This is an optimization exercise on Yosys and OpenROAD, whose aim is small area and a short achievable clock period, not a production implementation. Where RTL was checked, it was by simulation tests only, not by an equivalence proof against the original. The RTL of run 3 was laid out without a check of its function. Power and IR drop assume default switching activity.

<file path="flow/standard.sh">
#!/bin/bash
# synth_recipe.tcl (not shown) runs the flow's synth.tcl, then flattens the netlist and writes it again
# the make line also repeats each setting of config.mk as NAME=value (left out here)
make -C /OpenROAD-flow-scripts/flow DESIGN_CONFIG=/design/flow/config.mk WORK_HOME=/design/flow/orfs CLKGATE_MAP_FILE= SYNTH_SCRIPT=/design/flow/synth_recipe.tcl "${@:-finish}"
</file>
<file path="flow/design.v">
package cache_pkg;
  localparam int LINES  = 4;
  localparam int WORDS  = 4;
  localparam int TAG_W  = 4;
  localparam int IDX_W  = 2;
  localparam int OFF_W  = 2;
  localparam int WORD_W = 32;
  localparam int LINE_W = WORDS * WORD_W;
  localparam int BLK_W  = TAG_W + IDX_W;
  typedef struct packed {
    logic              valid;
    logic              dirty;
    logic [TAG_W-1:0]  tag;
    logic [LINE_W-1:0] data;
  } line_t;
  function automatic logic [WORD_W-1:0] word_of(input logic [LINE_W-1:0] d,
                                                input logic [OFF_W-1:0]  off);
    word_of = d[off*WORD_W +: WORD_W];
  endfunction
  function automatic logic [LINE_W-1:0] put_word(input logic [LINE_W-1:0] d,
                                                 input logic [OFF_W-1:0]  off,
                                                 input logic [WORD_W-1:0] w);
    logic [LINE_W-1:0] r;
    r = d;
    r[off*WORD_W +: WORD_W] = w;
    put_word = r;
  endfunction
endpackage
import cache_pkg::*;
module cache_unit (
  input  logic                clk,
  input  logic                reset,
  input  logic                update,
  input  logic [31:0]         addr,
  input  logic [WORD_W-1:0]   wdata,
  input  logic [LINE_W-1:0]   fill_data,
  input  logic                memwrite,
  input  logic [IDX_W-1:0]    dbg_line,
  input  logic [OFF_W-1:0]    dbg_word,
  output logic [WORD_W-1:0]   dbg_data,
  output logic                dbg_dirty,
  output logic [WORD_W-1:0]   rdata,
  output logic                miss,
  output logic                victim_dirty,
  output logic [LINE_W-1:0]   wb_data,
  output logic [BLK_W-1:0]    wb_addr
);
  logic [LINES-1:0]                          valid_q;
  logic [LINES-1:0]                          dirty_q;
  logic [LINES-1:0][TAG_W-1:0]               tag_q;
  logic [LINES*LINE_W-1:0]                   data_q;
  logic [OFF_W-1:0] off;
  logic [IDX_W-1:0] idx;
  logic [TAG_W-1:0] tag;
  logic             unused_addr_hi;
  assign off = addr[OFF_W-1:0];
  assign idx = addr[OFF_W +: IDX_W];
  assign tag = addr[OFF_W+IDX_W +: TAG_W];
  assign unused_addr_hi = ^addr[31:OFF_W+IDX_W+TAG_W];
  logic [LINES-1:0] sel, dsel;
  always_comb begin
    for (int i = 0; i < LINES; i++) begin
      sel[i]  = valid_q[i] && (idx == IDX_W'(i));
      dsel[i] = valid_q[i] && (dbg_line == IDX_W'(i));
    end
  end
  logic [TAG_W-1:0]  cur_tag;
  logic              cur_dirty;
  logic [LINE_W-1:0] cur_data;
  always_comb begin
    cur_tag   = '0;
    cur_dirty = 1'b0;
    cur_data  = '0;
    for (int i = 0; i < LINES; i++) begin
      cur_tag   = cur_tag   | ({TAG_W{sel[i]}} & tag_q[i]);
      cur_dirty = cur_dirty | (sel[i] & dirty_q[i]);
      cur_data  = cur_data  | ({LINE_W{sel[i]}} & data_q[i*LINE_W +: LINE_W]);
    end
  end
  logic hit;
  assign hit          = (|sel) && (cur_tag == tag);
  assign miss         = !hit;
  assign victim_dirty = cur_dirty;
  assign wb_data      = cur_data;
  assign wb_addr      = {cur_tag, idx};
  assign rdata        = cur_data[off*WORD_W +: WORD_W];
  logic [WORD_W-1:0] dbg_acc;
  logic              dbg_d;
  always_comb begin
    dbg_acc = '0;
    dbg_d   = 1'b0;
    for (int i = 0; i < LINES; i++) begin
      dbg_d = dbg_d | (dsel[i] & dirty_q[i]);
      for (int w = 0; w < WORDS; w++)
        dbg_acc = dbg_acc | ({WORD_W{dsel[i] && (dbg_word == OFF_W'(w))}} & data_q[(i*WORDS+w)*WORD_W +: WORD_W]);
    end
  end
  assign dbg_data  = dbg_acc;
  assign dbg_dirty = dbg_d;
  logic store;
  assign store = memwrite && hit;
  logic [WORDS-1:0][WORD_W-1:0] src;
  always_comb
    for (int w = 0; w < WORDS; w++)
      src[w] = update ? fill_data[w*WORD_W +: WORD_W] : wdata;
  always_ff @(posedge clk or posedge reset) begin
    if (reset) valid_q <= '0;
    else begin
      for (int i = 0; i < LINES; i++)
        if (update && idx == IDX_W'(i)) valid_q[i] <= 1'b1;
    end
  end
  always_ff @(posedge clk) begin
    for (int i = 0; i < LINES; i++) begin
      if (idx == IDX_W'(i)) begin
        if (update) begin
          dirty_q[i] <= 1'b0;
          tag_q[i]   <= tag;
        end else if (store) begin
          dirty_q[i] <= 1'b1;
        end
      end
      for (int w = 0; w < WORDS; w++)
        if (idx == IDX_W'(i) && (update || (store && off == OFF_W'(w))))
          data_q[(i*WORDS+w)*WORD_W +: WORD_W] <= src[w];
    end
  end
endmodule
</file>
<file path="flow/config.mk">
export PLATFORM = sky130hd
export DESIGN_NAME = cache_unit
export DESIGN_NICKNAME = cache_unit
export VERILOG_FILES = /design/flow/design.v
export SDC_FILE = /design/flow/constraint.sdc
export NUM_CORES = 4
export LEC_CHECK = 0
export CAP_MARGIN = 20
export CORE_MARGIN = 2
export CORE_UTILIZATION = 60
export CTS_BUF_LIST = sky130_fd_sc_hd__clkbuf_8
export SETUP_SLACK_MARGIN = 0.8
export SLEW_MARGIN = 20
</file>
<file path="flow/flow/run.sh">
#!/bin/bash
set -euo pipefail
export BUFFER_PORTS_ARGS="-buffer_cell sky130_fd_sc_hd__buf_1"
bash standard.sh finish > flow_standard.log 2>&1
</file>
<file path="flow/constraint.sdc">
create_clock -name core_clock -period 5.0 [get_ports {clk}]
set_input_delay 1.0000 -clock core_clock [delete_from_list [all_inputs] [get_ports {clk}]]
set_output_delay 1.0000 -clock core_clock [all_outputs]
set_load 0.01 [all_outputs]
</file>
==> impl_metrics.yaml, run 1 <==
run_status:
  status: "complete, no violations"
power_and_ir_drop:
  power_density_nw_per_um2: 362
  p_sw_mw: 2.83
  clkPwrFrac_pct: 33.3
  p_int_mw: 7.45
  power.leakage_nw: 9.86
  power_frac_seq_pct: 52.1
  swShare_pct: 27.5
  peakVddDrop_mv: 0.239
  p_comb_share_pct: 14.6
sta:
  rsz0062_at_grt: "no"
  slew-limit-headroom_pct: 26.8
  skew_ps: 42.1
  finalSetupViolations: 0
  slew_violations: 0
  min_period_ps: 4220
  fin_setup_tns_ps: 0
  tightest_slew_ps: 1100
  holdWs_ps: 219
  finalCritPeriodShare_pct: 84.4
  fmax_mhz: 237
  hold_viol: 0
worst_setup_path:
  end_kind: "primary output"
  cp_slowest_cell: "nor2_2"
  cp.required_ps: 4000
  cpPeakStageDelay_ps: 470
  crit_path_start_kind: "input port"
  worstPathCellList: "clkbuf_4, nor2_2, and2_4, buf_12, a221o_1, mux4_2, buf_1"
  critical_path_class: "input port to primary output"
  critical_path_peak_fanout: 43
  crit_arrival_ps: 3220
floorplanning:
  dieArea_sq_um: 41600
  io-pin-count: 401
  die_y_um: 204
  start_util_pct: 60.5
  core_sq_um: 39600
  die_w_um: 204
  row_count: 73
synthesis:
  synthArstFlopShare_pct: 0.746
  synth.most_common_cell: "edfxtp_1"
  synth_fp_nets: 1933
  ys_warn_count: 1
  ys.flop_type: "edfxtp_1"
  synth_seq_area_share_pct: 67.0
  synth_seq_cells: 536
  syn_avg_cell_area_sq_um: 13.8
  yosysUniqueCellTypes: 38
  synth_edf_count: 532
  yosys-top-cells-area: "edfxtp_1 (67%), a22o_1 (6.9%), nand2_1 (5.9%)"
  syn_area_sq_um: 24000
  synth_top_area_share_pct: 66.6
  synthTopCellsByCount: "edfxtp_1 (532), nand2_1 (378), a22o_1 (190)"
  yosys.area.top_type: "edfxtp_1"
  synth_cells: 1733
placed_design:
  dp_cells: 2568
  io_buffer_count: 376
  gp_congestion: 0.898
  dp_hpwl_um: 50800
cells_and_area:
  syn_to_final_growth_pct: 18.2
  diodes: 0
  drive_above_1_share_pct: 12.8
  nNetsFinal: 2347
  fin_cells: 2734
routing:
  drc_errors: 0
  via_per_inst: 7.19
  via_count: 19670
  drtIter0Drc: 2962
  ant_nets: 0
  post_drt_wl_per_cell_um: 31.9
  drt_first_pass_iters: 7
  routed_wl_um: 87100
hold_path:
  worstHoldPathType: "input port to async pin"
global_routing:
  grt_max_degree: 75
  antenna_found_initial: 0
  grt_overflow: 0
  grt_usage_pct: 41.0
  grt_pass1_vias: 18536
  grt_pass1_wl_um: 122000
clocking:
  cts_sinks: 536
  worstSkewPairLatency_ps: 670
  cts_inserted_buffers: 85
  clockRootBuffer: "clkbuf_8"
  clk_path_buf_depth: 3
  cts_tree: "done"
  htree_num_levels: 3
  path_clk_slew_ps: 60
flow_run:
  maxCapViolCount: 0
## state kept, by name, summed over array words and instances, names as in the netlist
name and cells:
tag_q 16, valid_q 4, data_q 512, dirty_q 4
## power by group through the flow
stage | logic, mW | registers, mW | clock network (mW)
after floorplan | 0.816 | 5.41 | 0
after global placement | 1.42 | 5.44 | 0
after detailed placement | 1.44 | 5.44 | 0
after CTS | 1.45 | 5.35 | 3.42
after global routing | 1.57 | 5.38 | 3.60
final | 1.50 | 5.36 | 3.42
## cell families (layout without fill, tap and decap cells)
logic type / count (synthesis) / count (layout) / share of synthesized area, %
muxes: 34 / 34 / 3.19
and+or+nand+nor: 481 / 487 / 8.28
xor gates and xnor gates: 1 / 1 / 0.0365
DFF: 536 / 536 / 67.0
buffers and inverters: 147 / 617 / 2.58
AOI/OAI and AO/OA: 534 / 534 / 18.9
## what timing repair did
| action | CTS | global route |
|---|---|---|
| endpoints found under the setup margin | 42 | 45 |
| hold buffers | 0 | 0 |
| setup buffers | 0 | 11 |
| resized for setup | 3 | 9 |
| cloned | 5 | 1 |
| pin swaps | 3 | 3 |
## path summary, 6_finish.rpt
kind / depth (start not counted) / slack [ps] / to / startpoint
setup / recovery: 7 / 780 / rdata[18] / addr[2]
hold / removal: 2 / 220 / valid_q[3]$_DFFE_PP0P_ / reset
setup reg to reg: 7 / 1580 / data_q[446]$_DFFE_PP_ / valid_q[2]$_DFFE_PP0P_
hold reg to reg: 1 / 740 / valid_q[3]$_DFFE_PP0P_ / valid_q[3]$_DFFE_PP0P_
max in group asynchronous: 2 / 4610 / valid_q[2]$_DFFE_PP0P_ / reset
min in group core_clock: 3 / 680 / data_q[429]$_DFFE_PP_ / fill_data[45]
## cells in the final DEF (no fill, tap or decap), types with 6 or more instances in the layout
cell	Yosys	layout
nand4_1	32	32
mux4_2	34	34
buf_4	3	56
nor2_4	0	23
buf_1	12	371
buf_12	0	32
clkinv_1	0	22
nor3_2	0	8
clkbuf_8	0	86
edfxtp_1	532	532
a221o_1	62	62
or2_2	6	6
nand2_1	378	378
a22oi_1	135	135
a221oi_1	128	128
inv_1	4	29
clkinv_2	0	7
nand2b_1	7	6
a22o_1	190	190
## metrics by stage
step	area, sq um	setup WS [ps]	util (%)	power, mW
3_3_place_gp	26600	595	67.2	6.86
6_report	28400	781	71.6	10.3
5_1_grt	28400	803	71.6	10.5
2_1_floorplan	24000	737	-	6.22
4_1_cts	28200	694	71.1	10.2
3_5_place_dp	26600	564	67.2	6.88
## worst max-delay path, delay by kind of cell
| kind | cells | cell delay (ps) |
|---|---|---|
| compound gates | 1 | 310 |
| mux | 1 | 270 |
| buf+inv | 3 | 670 |
| simple gates | 2 | 930 |
## layout make-up
class | instances | area, sq um
clock buffer | 86 | 1180
clock inverter | 63 | 339
fill | 2743 | 11300
inverter | 4 | 17.5
multi-input combinational | 1056 | 7600
sequential | 536 | 16100
tap | 525 | 657
timing repair buffer | 464 | 2490
## metal layers
layer	wire (um)	track usage (%)	up-vias
li1	-	-	7966
met1	30200	55.4	9510
met2	39300	62.6	1851
met3	12800	10.0	343
met4	4790	20.7	0
met5	0	0	-
==> run 2: changes to the inputs <==
--- a/flow/config.mk
+++ b/flow/config.mk
@@ -6,8 +6,8 @@
 export NUM_CORES = 4
 export LEC_CHECK = 0
-export CAP_MARGIN = 20
+export CAP_MARGIN = 50
 export CORE_MARGIN = 2
 export CORE_UTILIZATION = 60
 export CTS_BUF_LIST = sky130_fd_sc_hd__clkbuf_8
-export SETUP_SLACK_MARGIN = 0.8
-export SLEW_MARGIN = 20
+export PLACE_DENSITY = 0.75
+export SLEW_MARGIN = 70
==> impl_metrics.yaml, run 2 <==
run_status:
  status: "complete, no violations"
power_and_ir_drop:
  peakVddDrop_mv: 0.298
  p_int_mw: 7.70
  power_density_nw_per_um2: 369
  p_comb_share_pct: 14.5
  total_power_mw: 10.5
  swShare_pct: 27.0
  power.leakage_nw: 9.94
  p_sw_mw: 2.84
  power_frac_seq_pct: 50.9
  clkPwrFrac_pct: 34.7
cells_and_area:
  multiInputGateArea_sq_um: 7610
  largest-register: "data_q"
  fill_cells: 2655
  nNetsFinal: 2354
  fin_cells: 2746
  reg_top3: "data_q x512, tag_q x16"
  post-route-util_pct: 72.1
  final_cell_mix: "edfxtp_1 (532), nand2_1 (378), buf_1 (369)"
  final_cell_area_sq_um: 28600
  drive_above_1_share_pct: 13.6
  syn_to_final_growth_pct: 19.0
  layout_commonest_cell: "edfxtp_1"
  register_area_sq_um: 16100
  largest_reg_flops: 512
worst_setup_path:
  r2r-start: "valid_q[2]$_DFFE_PP0P_"
  critical_path_peak_fanout: 23
  rr_worst_depth: 9
  r2r_end: "data_q[388]$_DFFE_PP_"
  cpPeakStageDelay_ps: 490
  crit_path_start_kind: "input port"
  critical_path_class: "input port to primary output"
  crit_arrival_ps: 3270
  end_kind: "primary output"
  cp_num_buf_inv: 4
  cp_slowest_cell: "mux4_2"
  cp_top_family: "buffers and inverters"
  worstPathCellList: "buf_2, and3b_4, buf_16, buf_4, a22o_1, a221o_1, mux4_2, buf_1"
  cp.required_ps: 4000
  r2r_slack_ps: 1870
floorplanning:
  die_w_um: 204
  die_y_um: 204
  core_sq_um: 39600
  io-pin-count: 401
  dieArea_sq_um: 41600
  start_util_pct: 60.5
  row_count: 73
placed_design:
  dp_cells: 2590
  gp_congestion: 0.929
  io_buffer_count: 376
  place_area_sq_um: 26900
  dp_hpwl_um: 53600
  dpl_worst_slack_ps: 800
synthesis:
  ys.flop_type: "edfxtp_1"
  synth_seq_area_share_pct: 67.0
  yosys-top-cells-area: "edfxtp_1 (67%), a22o_1 (6.9%), nand2_1 (5.9%)"
  synth_fp_nets: 1933
  synthTopCellsByCount: "edfxtp_1 (532), nand2_1 (378), a22o_1 (190)"
  syn_avg_cell_area_sq_um: 13.8
  synth_seq_cells: 536
  ys_warn_count: 1
  yosys.area.top_type: "edfxtp_1"
  synth.most_common_cell: "edfxtp_1"
  synthArstFlopShare_pct: 0.746
  yosysUniqueCellTypes: 38
  synth_edf_count: 532
  syn_area_sq_um: 24000
  synth_top_area_share_pct: 66.6
  synth_cells: 1733
routing:
  drt_first_pass_iters: 7
  via_count: 19712
  via_per_inst: 7.18
  ant_nets: 0
  post_drt_wl_per_cell_um: 31.3
  routed_wl_um: 85900
  drc_errors: 0
  drtIter0Drc: 3267
sta:
  finalCritPeriodShare_pct: 85.4
  fin_setup_tns_ps: 0
  min_period_ps: 4270
  setup_slack_ps: 731
  tightest_slew_ps: 437
  slew_violations: 0
  fmax_mhz: 234
  rsz0062_at_grt: "no"
  slew-limit-headroom_pct: 70.9
  holdWs_ps: 225
  skew_ps: 30.1
  finalSetupViolations: 0
  hold_viol: 0
global_routing:
  grt_max_degree: 75
  antenna_found_initial: 2
  globalRouteMet2Util_pct: 62.9
  met3_usage_pct: 10.9
  grt_pass1_vias: 19092
  grt_overflow: 0
  grt_pass1_wl_um: 122000
  grt_usage_pct: 40.8
  grtUsageMet1_pct: 54.0
  grt.busiest_layer: "met2"
flow_run:
  maxCapViolCount: 0
hold_path:
  worstHoldPathType: "input port to async pin"
clocking:
  worstSkewPairLatency_ps: 660
  cts_tree: "done"
  clk_path_buf_depth: 3
  cts_setup_buffers: 0
  cts_hold_buf: 0
  cts-resized-gates: 0
  cts_inserted_buffers: 86
  path_clk_slew_ps: 60
  clockRootBuffer: "clkbuf_8"
  htree_num_levels: 3
  cts_sinks: 536
run 2: cell type report:
class	count	area share (%)
clock buffer	88	4.24
multi-input combinational	1050	26.6
sequential	536	56.3
inverter	4	0.0613
timing repair buffer	476	8.96
antenna	2	0.0175
tap	525	2.30
clock inverter	65	1.51
run 2: power groups by stage:
stage | Clock (mW) | Combinational [mW] | Sequential, mW
global placement | 0 | 1.41 | 5.43
finish | 3.65 | 1.52 | 5.36
detailed placement | 0 | 1.47 | 5.45
CTS | 3.65 | 1.48 | 5.36
global route | 3.85 | 1.59 | 5.38
floorplan | 0 | 0.815 | 5.41
run 2: worst max path at each step:
stage / start / end / slack [ps] / cells past startpoint
2_1_floorplan: addr[3] / data_q[0]$_DFFE_PP_ / 740 / 8
3_3_place_gp: addr[2] / data_q[388]$_DFFE_PP_ / 570 / 8
3_5_place_dp: addr[2] / rdata[16] / 800 / 8
4_1_cts: addr[2] / rdata[16] / 790 / 8
5_1_grt: addr[2] / rdata[16] / 720 / 8
6_report: addr[2] / rdata[16] / 730 / 8
run 2: kinds of logic (layout without fill, tap and decap cells):
logic type / after synthesis / in the layout / synth area share [%]
simple gates: 481 / 481 / 8.28
buf+inv: 147 / 633 / 2.58
other cells: 0 / 2 / 0
xor+xnor: 1 / 1 / 0.0365
flops: 536 / 536 / 67.0
compound gates: 534 / 534 / 18.9
mux: 34 / 34 / 3.19
run 2: routing by layer:
| layer | share of wire (%) | vias to the layer above |
|---|---|---|
| li1 | - | 7996 |
| met1 | 34 | 9420 |
| met2 | 46 | 1961 |
| met3 | 16 | 333 |
| met4 | 5.1 | 2 |
| met5 | 0.0093 | - |
==> run 3: changes to the inputs <==
--- a/flow/design.v
+++ b/flow/design.v
@@ -84,5 +84,12 @@
   assign wb_data      = cur_data;
   assign wb_addr      = {cur_tag, idx};
-  assign rdata        = cur_data[off*WORD_W +: WORD_W];
+  logic [WORD_W-1:0] rd_acc;
+  always_comb begin
+    rd_acc = '0;
+    for (int i = 0; i < LINES; i++)
+      for (int w = 0; w < WORDS; w++)
+        rd_acc = rd_acc | ({WORD_W{sel[i] && (off == OFF_W'(w))}} & data_q[(i*WORDS+w)*WORD_W +: WORD_W]);
+  end
+  assign rdata = rd_acc;
   logic [WORD_W-1:0] dbg_acc;
   logic              dbg_d;
--- a/flow/config.mk
+++ b/flow/config.mk
@@ -6,8 +6,8 @@
 export NUM_CORES = 4
 export LEC_CHECK = 0
-export CAP_MARGIN = 50
+export CAP_MARGIN = 20
 export CORE_MARGIN = 2
 export CORE_UTILIZATION = 60
 export CTS_BUF_LIST = sky130_fd_sc_hd__clkbuf_8
-export PLACE_DENSITY = 0.75
-export SLEW_MARGIN = 70
+export SETUP_SLACK_MARGIN = 1.5
+export SLEW_MARGIN = 20
==> impl_metrics.yaml, run 3 <==
run_status:
  status: "complete, no violations"
synthesis:
  synth_top_area_share_pct: 64.3
  synth_edf_count: 532
  synth_cells: 2037
  synth.most_common_cell: "nand2_1"
  yosys-top-cells-area: "edfxtp_1 (64%), a22oi_1 (15%), nand2_1 (8.8%)"
  yosys.area.top_type: "edfxtp_1"
  syn_area_sq_um: 24800
  synth_seq_cells: 536
  yosysUniqueCellTypes: 43
  ys_warn_count: 1
  synth_seq_area_share_pct: 64.7
  synthArstFlopShare_pct: 0.746
  synth_fp_nets: 2237
  ys.flop_type: "edfxtp_1"
  synthTopCellsByCount: "nand2_1 (580), edfxtp_1 (532), a22oi_1 (483)"
  syn_avg_cell_area_sq_um: 12.2
flow_run:
  maxCapViolCount: 0
cells_and_area:
  layout_commonest_cell: "nand2_1"
  reg_top3: "data_q x512, tag_q x16"
  fin_cells: 3198
  fill_cells: 2188
  nNetsFinal: 2797
  final_cell_mix: "nand2_1 (533), edfxtp_1 (532), a22oi_1 (281)"
  drive_above_1_share_pct: 31.9
  largest-register: "data_q"
  largest_reg_flops: 512
  syn_to_final_growth_pct: 35.8
worst_setup_path:
  end_kind: "primary output"
  critical_path_peak_fanout: 13
  rr_worst_depth: 10
  crit_path_start_kind: "input port"
  r2r-start: "valid_q[2]$_DFFE_PP0P_"
  crit_arrival_ps: 2890
  critical_path_class: "input port to primary output"
  r2r_slack_ps: 1870
  cp.required_ps: 4000
  r2r_end: "data_q[499]$_DFFE_PP_"
placed_design:
  dp_cells: 2864
  io_buffer_count: 376
  gp_congestion: 0.921
  dp_hpwl_um: 52600
sta:
  min_period_ps: 3890
  holdWs_ps: 221
  tightest_slew_ps: 1170
  fin_setup_tns_ps: 0
  finalCritPeriodShare_pct: 77.9
  slew-limit-headroom_pct: 21.8
  skew_ps: 30.0
  slew_violations: 0
  hold_viol: 0
  rsz0062_at_grt: "yes"
  fmax_mhz: 257
  finalSetupViolations: 0
global_routing:
  antenna_found_initial: 2
  grtUsageMet1_pct: 60.3
  grt_pass1_wl_um: 145000
  met3_usage_pct: 14.9
  grt_max_degree: 79
  grt_usage_pct: 46.8
  grt.busiest_layer: "met2"
  grt_overflow: 0
  grt_pass1_vias: 21901
  globalRouteMet2Util_pct: 70.0
routing:
  drtIter0Drc: 4273
  via_per_inst: 7.19
  post_drt_wl_per_cell_um: 33.4
  drt_first_pass_iters: 7
  routed_wl_um: 107000
  via_count: 23007
  drc_errors: 0
  ant_nets: 0
floorplanning:
  io-pin-count: 401
  row_count: 74
  die_w_um: 207
  dieArea_sq_um: 43000
  start_util_pct: 60.8
  die_y_um: 207
  core_sq_um: 40800
clocking:
  clk_path_buf_depth: 3
  path_clk_slew_ps: 60
  worstSkewPairLatency_ps: 670
  cts_inserted_buffers: 86
  cts_sinks: 536
  cts_tree: "done"
  htree_num_levels: 3
  clockRootBuffer: "clkbuf_8"
hold_path:
  worstHoldPathType: "input port to async pin"
power_and_ir_drop:
  power_density_nw_per_um2: 341
  total_power_mw: 11.5
  power.leakage_nw: 12.7
  peakVddDrop_mv: 0.362
==> run 3: cell count changes in the layout (fill, tap and decap cells not counted), sizes merged, moves of 32 or more <==
cell / delta
nand3: +32
a22oi: +347
buf: +116
a221oi: -128
a221o: -61
a22o: -182
o21ai: +40
nand2: +202
or4: +32
==> run 3: cells by family after synthesis <==
group | synth area share [%]
AO/OA/AOI/OAI | 16.7
XOR/XNOR | 0.136
buffers and inverters | 3.22
flip-flops | 64.7
multiplexers | 2.90
AND/OR/NAND/NOR | 12.3
==> run 3: repair_timing <==
action                                  4_1_cts  5_1_grt
gates cloned                                 32       11
pin swaps                                    84      113
buffers inserted                             99       35
hold buffers                                  0        0
endpoints found under the setup margin      194      147
gates resized for setup                     296      337
==> run 3: final cells by class <==
class / count / area (sq um) / share of cell area (%)
sequential: 536 / 16100 / 47.7
multi-input combinational: 1336 / 9660 / 28.6
inverter: 10 / 37.5 / 0.111
clock buffer: 87 / 1200 / 3.55
timing repair buffer: 627 / 5540 / 16.4
clock inverter: 69 / 539 / 1.60
antenna: 1 / 2.50 / 0.00742
tap: 532 / 666 / 1.97
==> run 3: how the worst max path moves through the flow <==
stage                                 from                   to
CTS                 valid_q[0]$_DFFE_PP0P_         dbg_data[29]
global route        valid_q[0]$_DFFE_PP0P_            rdata[12]
floorplan                          addr[3]  data_q[0]$_DFFE_PP_
finish                             addr[3]             rdata[5]
detailed placement             dbg_line[1]         dbg_data[12]
global placement               dbg_line[1]         dbg_data[12]
==> run 3: report_power, final <==
| group | total [mW] | switching, mW | internal (mW) |
|---|---|---|---|
| registers | 5.40 | 0.158 | 5.24 |
| logic | 2.19 | 1.26 | 0.924 |
| clock network | 3.91 | 1.82 | 2.09 |
==> run 3: per-stage QoR <==
step | instance area [sq um] | setup slack [ps] | util [%]
finish | 33700 | 1110 | 82.6
global route | 33700 | 1050 | 82.6
CTS | 32000 | 1180 | 78.4
detailed placement | 27400 | 688 | 67.2
global placement | 27400 | 708 | 67.2
floorplan | 25000 | 1390 | -
==> run 3: critical path, stage by stage <==
cell and delay [ps]:
clkbuf_16 130, buf_4 140, and3b_4 240, buf_8 170
buf_16 170, a22oi_1 210, nand2_1 180, mux4_2 510
buf_6 140
==> run 3: per-layer routing <==
| metal | wire length (um) | share of wire, % |
|---|---|---|
| met1 | 33500 | 31 |
| met2 | 47200 | 44 |
| met3 | 18300 | 17 |
| met4 | 7780 | 7.3 |
| met5 | 13 | 0.012 |

static timing again, ports no longer ideal:
In the flow no input, the clock included, has a driving cell. The finished layouts below were timed again as built, in two steps. Step 1: set_driving_cell puts a clkbuf_16 on clk and a buf_2 on each other input, an assumption about the parent block. Step 2 also shifts input and output timing later by t, the mid clock arrival at the registers, as if the neighbouring blocks saw the same clock. a / b / c = ideal ports / drivers / drivers and shift; a / b = the first two.
run | shift t [ns] | setup slack, ns | worst setup path at the end | clock arrival spread, ns | slew at the worst register clock pin (ns)
run 1 | 0.704 | 0.781 / 0.758 / 0.758 | input to output | 0.042 / 0.042 | 0.07 / 0.07
run 2 | 0.701 | 0.731 / 0.707 / 0.707 | input to output | 0.038 / 0.039 | 0.07 / 0.07
run 3 | 0.712 | 1.105 / 1.046 / 0.951 | input to register | 0.043 / 0.043 | 0.08 / 0.08
After both steps every run listed still meets setup and hold. The setup slack of run 3, which loses most, moves by -0.059 ns with the drivers and by -0.154 ns with both steps.
